This is an optimization exercise on Yosys and OpenROAD, whose aim is small area and a short achievable clock period, not a production implementation. Only simulation tests tie the RTL to the original design; equivalence was not proved. The flow treats the clock pin as an ideal source. Dropping or thinning the clock tree relies on that and would not hold on a real chip. Power is estimated from default activity; no workload was simulated.

== build 94 ==
## fft8_top
module fft8_top (
    input  logic         clk,
    input  logic         rst_n,
    input  logic [79:0]  sample,
    output logic [159:0] result
);
Size in the first run: about 680 flip-flops, about 240 I/O pins.
export LEC_CHECK = 0
export CAP_MARGIN = 20
export CORE_MARGIN = 2
export CORE_UTILIZATION = 60
export SLEW_MARGIN = 20
export SYNTH_HIERARCHICAL = 1
export SYNTH_MINIMUM_KEEP_SIZE = 0
create_clock -name core_clock -period 16.0 [get_ports {clk}]
standard.sh (not shown) runs the stock make flow with config.mk's settings and CLKGATE_MAP_FILE= SYNTH_SCRIPT=/design/flow/synth_recipe.tcl, a recipe that flattens the netlist after the stock synthesis.
==> flow/flow/run.sh <==
#!/bin/bash
# Standard ORFS layout, with the smallest buffer on every port; timing repair aims at 4.3 ns.
export BUFFER_PORTS_ARGS="-buffer_cell sky130_fd_sc_hd__buf_1"
export SETUP_SLACK_MARGIN=11.7
bash standard.sh > standard.log 2>&1
### build 94 -> build 33
==> flow/flow/run.sh <==
#!/bin/bash
# Standard ORFS layout, with the smallest buffer on every port.
export BUFFER_PORTS_ARGS="-buffer_cell sky130_fd_sc_hd__buf_1"
bash standard.sh > standard.log 2>&1
--- a/flow/config.mk
+++ b/flow/config.mk
@@ -10 +10 @@
-export CORE_UTILIZATION = 60
+export CORE_UTILIZATION = 40
## What came out
Build 33 vs. build 94: overall global routing resource usage moved down; number of global-route vias before repair moved up; final cell count moved up; final worst setup slack moved down; maximum vdd drop moved down.
Build 94 has lower detailed route wirelength on metal3 than build 33.
In the flow results for build 33 and build 94, the routed length on met1 is smaller on build 33.
Setup changes, build 33 to build 8
--- a/flow/flow/run.sh
+++ b/flow/flow/run.sh
@@ -2 +1,0 @@
-# Standard ORFS layout, with the smallest buffer on every port.
@@ -3,0 +3 @@
+export CTS_ARGS="-sink_clustering_enable -repair_clock_nets -sink_clustering_size 30 -sink_clustering_max_diameter 60"
--- a/flow/config.mk
+++ b/flow/config.mk
@@ -10 +10 @@
-export CORE_UTILIZATION = 40
+export CORE_UTILIZATION = 60
- Build 8: full flow OK, the timing, DRC and antenna checks passed
- Per the comparison of build 8 with build 33, growth of design area from synthesis to finish lost 5.2 points; number of standard cells in the final layout excluding fillers lost about 10%; total power lost about 8%; final-layout clock-cell area share lost 3.3 points; first-pass GRT wire length lost 5.1 mm.
- NOTE post-layout instance area build 33->build 8 decreased by a few percent
- Comparing build 8 and build 33, the lower routed wire length was measured on build 8.
> inputs changed (build 8 -> build 5)
==> flow/flow/run.sh <==
#!/bin/bash
# Standard ORFS layout, with the smallest buffer on every port.
export BUFFER_PORTS_ARGS="-buffer_cell sky130_fd_sc_hd__buf_1"
bash standard.sh > standard.log 2>&1
==> comparison <==
On global-route usage: between build 8 and build 5, it ends up higher for build 5.
In build 5 the setup slack turned out 0.0099 ns lower than in build 8.
Biggest cell delay along the critical path essentially unchanged between build 8 and build 5.

* * *

Another version of the RTL of fft8_top (not shown whole).
Size in the first run: roughly 240 I/O pins, about 0.025 mm² of cells after synthesis.
Design fft8_top, start of the top module:
module fft8_top (
    input  logic         clk,
    input  logic         rst_n,
    input  logic [79:0]  sample,
    output logic [159:0] result
);
Settings: LEC_CHECK=0, CAP_MARGIN=20, CORE_MARGIN=2, CORE_UTILIZATION=60, SLEW_MARGIN=20, SYNTH_HIERARCHICAL=1, SYNTH_MINIMUM_KEEP_SIZE=0; clock period 16.0 ns.
==> flow/flow/run.sh <==
#!/bin/bash
# The standard ORFS layout (standard.sh), with these changes:
#  - the smallest buffer (sky130_fd_sc_hd__buf_1) on every port;
#  - after placement, each output-port buffer is moved next to its pin and
#    the flip-flop that drives it next to the buffer, and the placement is
#    legalized (pull_out_ffs.tcl);
#  - the clock tree is built by clock_tree.tcl instead of TritonCTS: clock
#    port -> four root clkbuf_16 -> leaf clkbuf_16 per cluster of about 26
#    flip-flops, every flip-flop behind the same two buffer stages; then hold
#    repair and legalization as ORFS's cts step does; before it, the
#    reset net is rebuilt as one buffer per cluster of about 24 reset pins;
#  - the rest (global and detailed routing, finishing) is standard.sh again.
# Each tool's full output goes to a log of its own in this folder.
set -euo pipefail
export BUFFER_PORTS_ARGS="-buffer_cell sky130_fd_sc_hd__buf_1"
RES=orfs/results/${FLOW_PLATFORM}/fft8_top/base
bash standard.sh place > standard_place.log 2>&1
PLACE_ODB=$RES/3_place.odb openroad -no_init -exit flow/pull_out_ffs.tcl > pull_out_ffs.log 2>&1
RES=$RES PLATFORM_DIR=$FLOW_HOME/platforms/$FLOW_PLATFORM LEAF_SIZE=26 RST_LEAF_SIZE=24 \
  openroad -no_init -exit flow/clock_tree.tcl > clock_tree.log 2>&1
cp $RES/4_1_cts.odb $RES/4_cts.odb
bash standard.sh > standard.log 2>&1
==> flow/flow/pull_out_ffs.tcl <==
# Moves every output-port buffer next to its pin and every flip-flop that
# drives an output-port buffer next to that buffer, then legalizes the
# placement. Reads and writes the placed database given in
# the environment (PLACE_ODB).
read_db $::env(PLACE_ODB)
set block [ord::get_db_block]
set core [$block getCoreArea]
proc clamp {v lo hi} { return [expr {$v < $lo ? $lo : ($v > $hi ? $hi : $v)}] }
set moved 0
set sumx [dict create]
set sumy [dict create]
set cnt [dict create]
foreach bterm [$block getBTerms] {
  if {[$bterm getIoType] ne "OUTPUT"} { continue }
  set net [$bterm getNet]
  set buf ""
  foreach it [$net getITerms] {
    if {[$it isOutputSignal]} { set buf [$it getInst] }
  }
  if {$buf eq ""} { continue }
  # the buffer goes next to its pin, inside the core
  set pb [lindex [$bterm getBPins] 0]
  set pbox [$pb getBBox]
  set bm [$buf getMaster]
  set px [clamp [expr {([$pbox xMin] + [$pbox xMax]) / 2 - [$bm getWidth] / 2}] [$core xMin] [expr {[$core xMax] - [$bm getWidth]}]]
  set py [clamp [expr {([$pbox yMin] + [$pbox yMax]) / 2 - [$bm getHeight] / 2}] [$core yMin] [expr {[$core yMax] - [$bm getHeight]}]]
  $buf setLocation $px $py
  $buf setPlacementStatus PLACED
  set innet ""
  foreach it [$buf getITerms] {
    if {[$it isInputSignal]} { set innet [$it getNet] }
  }
  if {$innet eq ""} { continue }
  set ff ""
  foreach it [$innet getITerms] {
    if {[$it isOutputSignal]} { set ff [$it getInst] }
  }
  if {$ff eq ""} { continue }
  if {![string match "*df*" [[$ff getMaster] getName]]} { continue }
  set bb [$buf getBBox]
  set x [expr {([$bb xMin] + [$bb xMax]) / 2}]
  set y [expr {([$bb yMin] + [$bb yMax]) / 2}]
  set name [$ff getName]
  if {![dict exists $cnt $name]} {
    dict set cnt $name 0
    dict set sumx $name 0
    dict set sumy $name 0
  }
  dict incr cnt $name
  dict set sumx $name [expr {[dict get $sumx $name] + $x}]
  dict set sumy $name [expr {[dict get $sumy $name] + $y}]
}
foreach name [dict keys $cnt] {
  set ff [$block findInst $name]
  set n [dict get $cnt $name]
  set x [expr {[dict get $sumx $name] / $n}]
  set y [expr {[dict get $sumy $name] / $n}]
  set m [$ff getMaster]
  $ff setLocation [expr {$x - [$m getWidth] / 2}] [expr {$y - [$m getHeight] / 2}]
  $ff setPlacementStatus PLACED
  incr moved
}
puts "pull_out_ffs: moved $moved flip-flops"
detailed_placement
check_placement -verbose
write_db $::env(PLACE_ODB)
Other scripts of this flow, unchanged in this note and not shown: flow/flow/clock_tree.tcl
The baseline went through all stages and came out clean.
Rerun with:
--- a/flow/flow/run.sh
+++ b/flow/flow/run.sh
@@ -2,4 +2,6 @@
 # The standard ORFS layout (standard.sh), with these changes:
 #  - the smallest buffer (sky130_fd_sc_hd__buf_1) on every port;
+#  - the pins that carry one sign bit (copies) are placed as a group, and so
+#    are the pairs of pins that carry one shared least significant bit;
 #  - after placement, each output-port buffer is moved next to its pin and
 #    the flip-flop that drives it next to the buffer, and the placement is
@@ -14,4 +16,7 @@
 set -euo pipefail
 export BUFFER_PORTS_ARGS="-buffer_cell sky130_fd_sc_hd__buf_1"
+# the result pins that carry copies of one sign bit sit next to each other,
+# and so do the two pins of bins m and m+4 that share one least significant bit
+export PLACE_PINS_ARGS="-group_pins {result[10] result[90]} -group_pins {result[0] result[80]} -group_pins {result[30] result[110]} -group_pins {result[20] result[100]} -group_pins {result[50] result[130]} -group_pins {result[40] result[120]} -group_pins {result[70] result[150]} -group_pins {result[60] result[140]} -group_pins {result[17] result[18] result[19]} -group_pins {result[7] result[8] result[9]} -group_pins {result[38] result[39]} -group_pins {result[28] result[29]} -group_pins {result[57] result[58] result[59]} -group_pins {result[47] result[48] result[49]} -group_pins {result[78] result[79]} -group_pins {result[68] result[69]} -group_pins {result[97] result[98] result[99]} -group_pins {result[87] result[88] result[89]} -group_pins {result[118] result[119]} -group_pins {result[108] result[109]} -group_pins {result[137] result[138] result[139]} -group_pins {result[127] result[128] result[129]} -group_pins {result[158] result[159]} -group_pins {result[148] result[149]}"
 RES=orfs/results/${FLOW_PLATFORM}/fft8_top/base
 bash standard.sh place > standard_place.log 2>&1
- CORE_UTILIZATION: 60 -> 75
The new run completed without violations.
Register-to-register slack hardly moves.
Final cell count falls by a few percent.
Via count rises by a few percent.
Routed wire length came out higher by a few percent.
Rerun with:
==> flow/flow/run.sh (replaced) <==
#!/bin/bash
# The standard ORFS layout (standard.sh), with these changes:
#  - the smallest buffer (sky130_fd_sc_hd__buf_1) on every port;
#  - after placement, each output-port buffer is moved next to its pin and
#    the flip-flop that drives it next to the buffer, and the placement is
#    legalized (pull_out_ffs.tcl);
#  - the clock tree is built by clock_tree.tcl instead of TritonCTS: clock
#    port -> four root clkbuf_16 -> leaf clkbuf_16 per cluster of about 26
#    flip-flops, every flip-flop behind the same two buffer stages; then hold
#    repair and legalization as ORFS's cts step does; before it, the
#    reset net is rebuilt as one buffer per cluster of about 24 reset pins;
#  - the rest (global and detailed routing, finishing) is standard.sh again.
# Each tool's full output goes to a log of its own in this folder.
set -euo pipefail
export BUFFER_PORTS_ARGS="-buffer_cell sky130_fd_sc_hd__buf_1"
RES=orfs/results/${FLOW_PLATFORM}/fft8_top/base
bash standard.sh place > standard_place.log 2>&1
PLACE_ODB=$RES/3_place.odb openroad -no_init -exit flow/pull_out_ffs.tcl > pull_out_ffs.log 2>&1
RES=$RES PLATFORM_DIR=$FLOW_HOME/platforms/$FLOW_PLATFORM LEAF_SIZE=26 RST_LEAF_SIZE=24 \
  openroad -no_init -exit flow/clock_tree.tcl > clock_tree.log 2>&1
cp $RES/4_1_cts.odb $RES/4_cts.odb
bash standard.sh > standard.log 2>&1
- CORE_UTILIZATION: 75 -> 70
Result: The new run finished clean; setup slack is worse by 0.0063 ns; fmax stays flat; wire length is lower by about 2.5%; via count decreases by 1.7%; power is about the same; sequential share of layout area barely changes; core utilization fell by 6.0 points; cell area hardly moves.
Rerun with:
--- a/flow/flow/run.sh
+++ b/flow/flow/run.sh
@@ -2,7 +2,6 @@
 # The standard ORFS layout (standard.sh), with these changes:
 #  - the smallest buffer (sky130_fd_sc_hd__buf_1) on every port;
-#  - after placement, each output-port buffer is moved next to its pin and
-#    the flip-flop that drives it next to the buffer, and the placement is
-#    legalized (pull_out_ffs.tcl);
+#  - after placement, each flip-flop that drives an output-port buffer is
+#    moved next to that buffer and the placement legalized (pull_out_ffs.tcl);
 #  - the clock tree is built by clock_tree.tcl instead of TritonCTS: clock
 #    port -> four root clkbuf_16 -> leaf clkbuf_16 per cluster of about 26
--- a/flow/flow/pull_out_ffs.tcl
+++ b/flow/flow/pull_out_ffs.tcl
@@ -1,10 +1,7 @@
-# Moves every output-port buffer next to its pin and every flip-flop that
-# drives an output-port buffer next to that buffer, then legalizes the
-# placement. Reads and writes the placed database given in
+# Moves every flip-flop that drives an output-port buffer next to that buffer,
+# then legalizes the placement. Reads and writes the placed database given in
 # the environment (PLACE_ODB).
 read_db $::env(PLACE_ODB)
 set block [ord::get_db_block]
-set core [$block getCoreArea]
-proc clamp {v lo hi} { return [expr {$v < $lo ? $lo : ($v > $hi ? $hi : $v)}] }
 set moved 0
 set sumx [dict create]
@@ -19,12 +16,4 @@
   }
   if {$buf eq ""} { continue }
-  # the buffer goes next to its pin, inside the core
-  set pb [lindex [$bterm getBPins] 0]
-  set pbox [$pb getBBox]
-  set bm [$buf getMaster]
-  set px [clamp [expr {([$pbox xMin] + [$pbox xMax]) / 2 - [$bm getWidth] / 2}] [$core xMin] [expr {[$core xMax] - [$bm getWidth]}]]
-  set py [clamp [expr {([$pbox yMin] + [$pbox yMax]) / 2 - [$bm getHeight] / 2}] [$core yMin] [expr {[$core yMax] - [$bm getHeight]}]]
-  $buf setLocation $px $py
-  $buf setPlacementStatus PLACED
   set innet ""
   foreach it [$buf getITerms] {
- CORE_UTILIZATION: 70 -> 60
Effect:
- The changed run finished clean
- worst setup slack loses 0.033 ns
- cell count went up by a few percent
- sequential share of layout area went down by 0.22 points
- fmax went down slightly
Rerun with:
--- a/flow/flow/run.sh
+++ b/flow/flow/run.sh
@@ -2,6 +2,8 @@
 # The standard ORFS layout (standard.sh), with these changes:
 #  - the smallest buffer (sky130_fd_sc_hd__buf_1) on every port;
-#  - after placement, each flip-flop that drives an output-port buffer is
-#    moved next to that buffer and the placement legalized (pull_out_ffs.tcl);
+#  - the pins that carry one sign bit (copies) are placed as a group;
+#  - after placement, each output-port buffer is moved next to its pin and
+#    the flip-flop that drives it next to the buffer, and the placement is
+#    legalized (pull_out_ffs.tcl);
 #  - the clock tree is built by clock_tree.tcl instead of TritonCTS: clock
 #    port -> four root clkbuf_16 -> leaf clkbuf_16 per cluster of about 26
@@ -13,4 +15,6 @@
 set -euo pipefail
 export BUFFER_PORTS_ARGS="-buffer_cell sky130_fd_sc_hd__buf_1"
+# the result pins that carry copies of one sign bit sit next to each other
+export PLACE_PINS_ARGS="-group_pins {result[17] result[18] result[19]} -group_pins {result[7] result[8] result[9]} -group_pins {result[38] result[39]} -group_pins {result[28] result[29]} -group_pins {result[57] result[58] result[59]} -group_pins {result[47] result[48] result[49]} -group_pins {result[78] result[79]} -group_pins {result[68] result[69]} -group_pins {result[97] result[98] result[99]} -group_pins {result[87] result[88] result[89]} -group_pins {result[118] result[119]} -group_pins {result[108] result[109]} -group_pins {result[137] result[138] result[139]} -group_pins {result[127] result[128] result[129]} -group_pins {result[158] result[159]} -group_pins {result[148] result[149]}"
 RES=orfs/results/${FLOW_PLATFORM}/fft8_top/base
 bash standard.sh place > standard_place.log 2>&1
--- a/flow/flow/pull_out_ffs.tcl
+++ b/flow/flow/pull_out_ffs.tcl
@@ -1,7 +1,10 @@
-# Moves every flip-flop that drives an output-port buffer next to that buffer,
-# then legalizes the placement. Reads and writes the placed database given in
+# Moves every output-port buffer next to its pin and every flip-flop that
+# drives an output-port buffer next to that buffer, then legalizes the
+# placement. Reads and writes the placed database given in
 # the environment (PLACE_ODB).
 read_db $::env(PLACE_ODB)
 set block [ord::get_db_block]
+set core [$block getCoreArea]
+proc clamp {v lo hi} { return [expr {$v < $lo ? $lo : ($v > $hi ? $hi : $v)}] }
 set moved 0
 set sumx [dict create]
@@ -16,4 +19,12 @@
   }
   if {$buf eq ""} { continue }
+  # the buffer goes next to its pin, inside the core
+  set pb [lindex [$bterm getBPins] 0]
+  set pbox [$pb getBBox]
+  set bm [$buf getMaster]
+  set px [clamp [expr {([$pbox xMin] + [$pbox xMax]) / 2 - [$bm getWidth] / 2}] [$core xMin] [expr {[$core xMax] - [$bm getWidth]}]]
+  set py [clamp [expr {([$pbox yMin] + [$pbox yMax]) / 2 - [$bm getHeight] / 2}] [$core yMin] [expr {[$core yMax] - [$bm getHeight]}]]
+  $buf setLocation $px $py
+  $buf setPlacementStatus PLACED
   set innet ""
   foreach it [$buf getITerms] {
- CORE_UTILIZATION: 60 -> 80
Global-route usage came out higher by 12 points.
Register-to-register slack degrades by 0.20 ns.
Cell count falls by 5.4%.
Core utilization climbs by 21 points.
Total power climbs by about 2.6%.
Clock skew climbs by 0.011 ns.
Routed wire length increases by about 20%.
No run of this note takes its clock network from TritonCTS; it comes from the design's own scripts or RTL.

what the ideal ports hide:
No port has a modelled driver above. Below, the same layouts with a new extraction and two added sets of constraints. Step 1 sets driving cells, clkbuf_16 on the clock port and buf_2 on the other inputs (assumed; they add their load-dependent delay and slew). Step 2 times the ports against the registers' clock, not the clock port: input delays grow and output delays shrink by t, the midpoint of the rising clock arrivals with the driver on. Slacks: no drivers / after step 1 / after step 2; pairs: no drivers / after step 1.
run	t (ns)	setup slack, ns	clock arrival spread, ns	worst register clock-pin slew, ns	pins driven straight from the clock port
build 94	0.642	11.609 / 11.551 / 11.395	0.022 / 0.022	0.07 / 0.07	1
build 33	0.659	11.290 / 11.290 / 11.110	0.034 / 0.034	0.06 / 0.06	1
build 8	0.643	11.567 / 11.508 / 11.363	0.029 / 0.030	0.10 / 0.10	1
build 5	0.644	11.557 / 11.499 / 11.389	0.021 / 0.022	0.07 / 0.07	1
the first run of note 2	0.469	11.850 / 11.735 / 12.015	0.065 / 0.065	0.10 / 0.10	4
the second run of note 2	0.480	11.866 / 11.747 / 12.025	0.055 / 0.055	0.11 / 0.11	4
the third run of note 2	0.468	11.860 / 11.745 / 12.050	0.090 / 0.089	0.11 / 0.11	4
the fourth run of note 2	0.465	11.826 / 11.715 / 12.156	0.062 / 0.061	0.10 / 0.10	4
the fifth run of note 2	0.475	11.846 / 11.727 / 11.960	0.068 / 0.067	0.12 / 0.12	4
After both steps every run listed still meets setup and hold. For build 94, which loses most, drivers alone change the setup slack by -0.058 ns; drivers and shift together by -0.214 ns. Setup slack includes reset recovery checks.
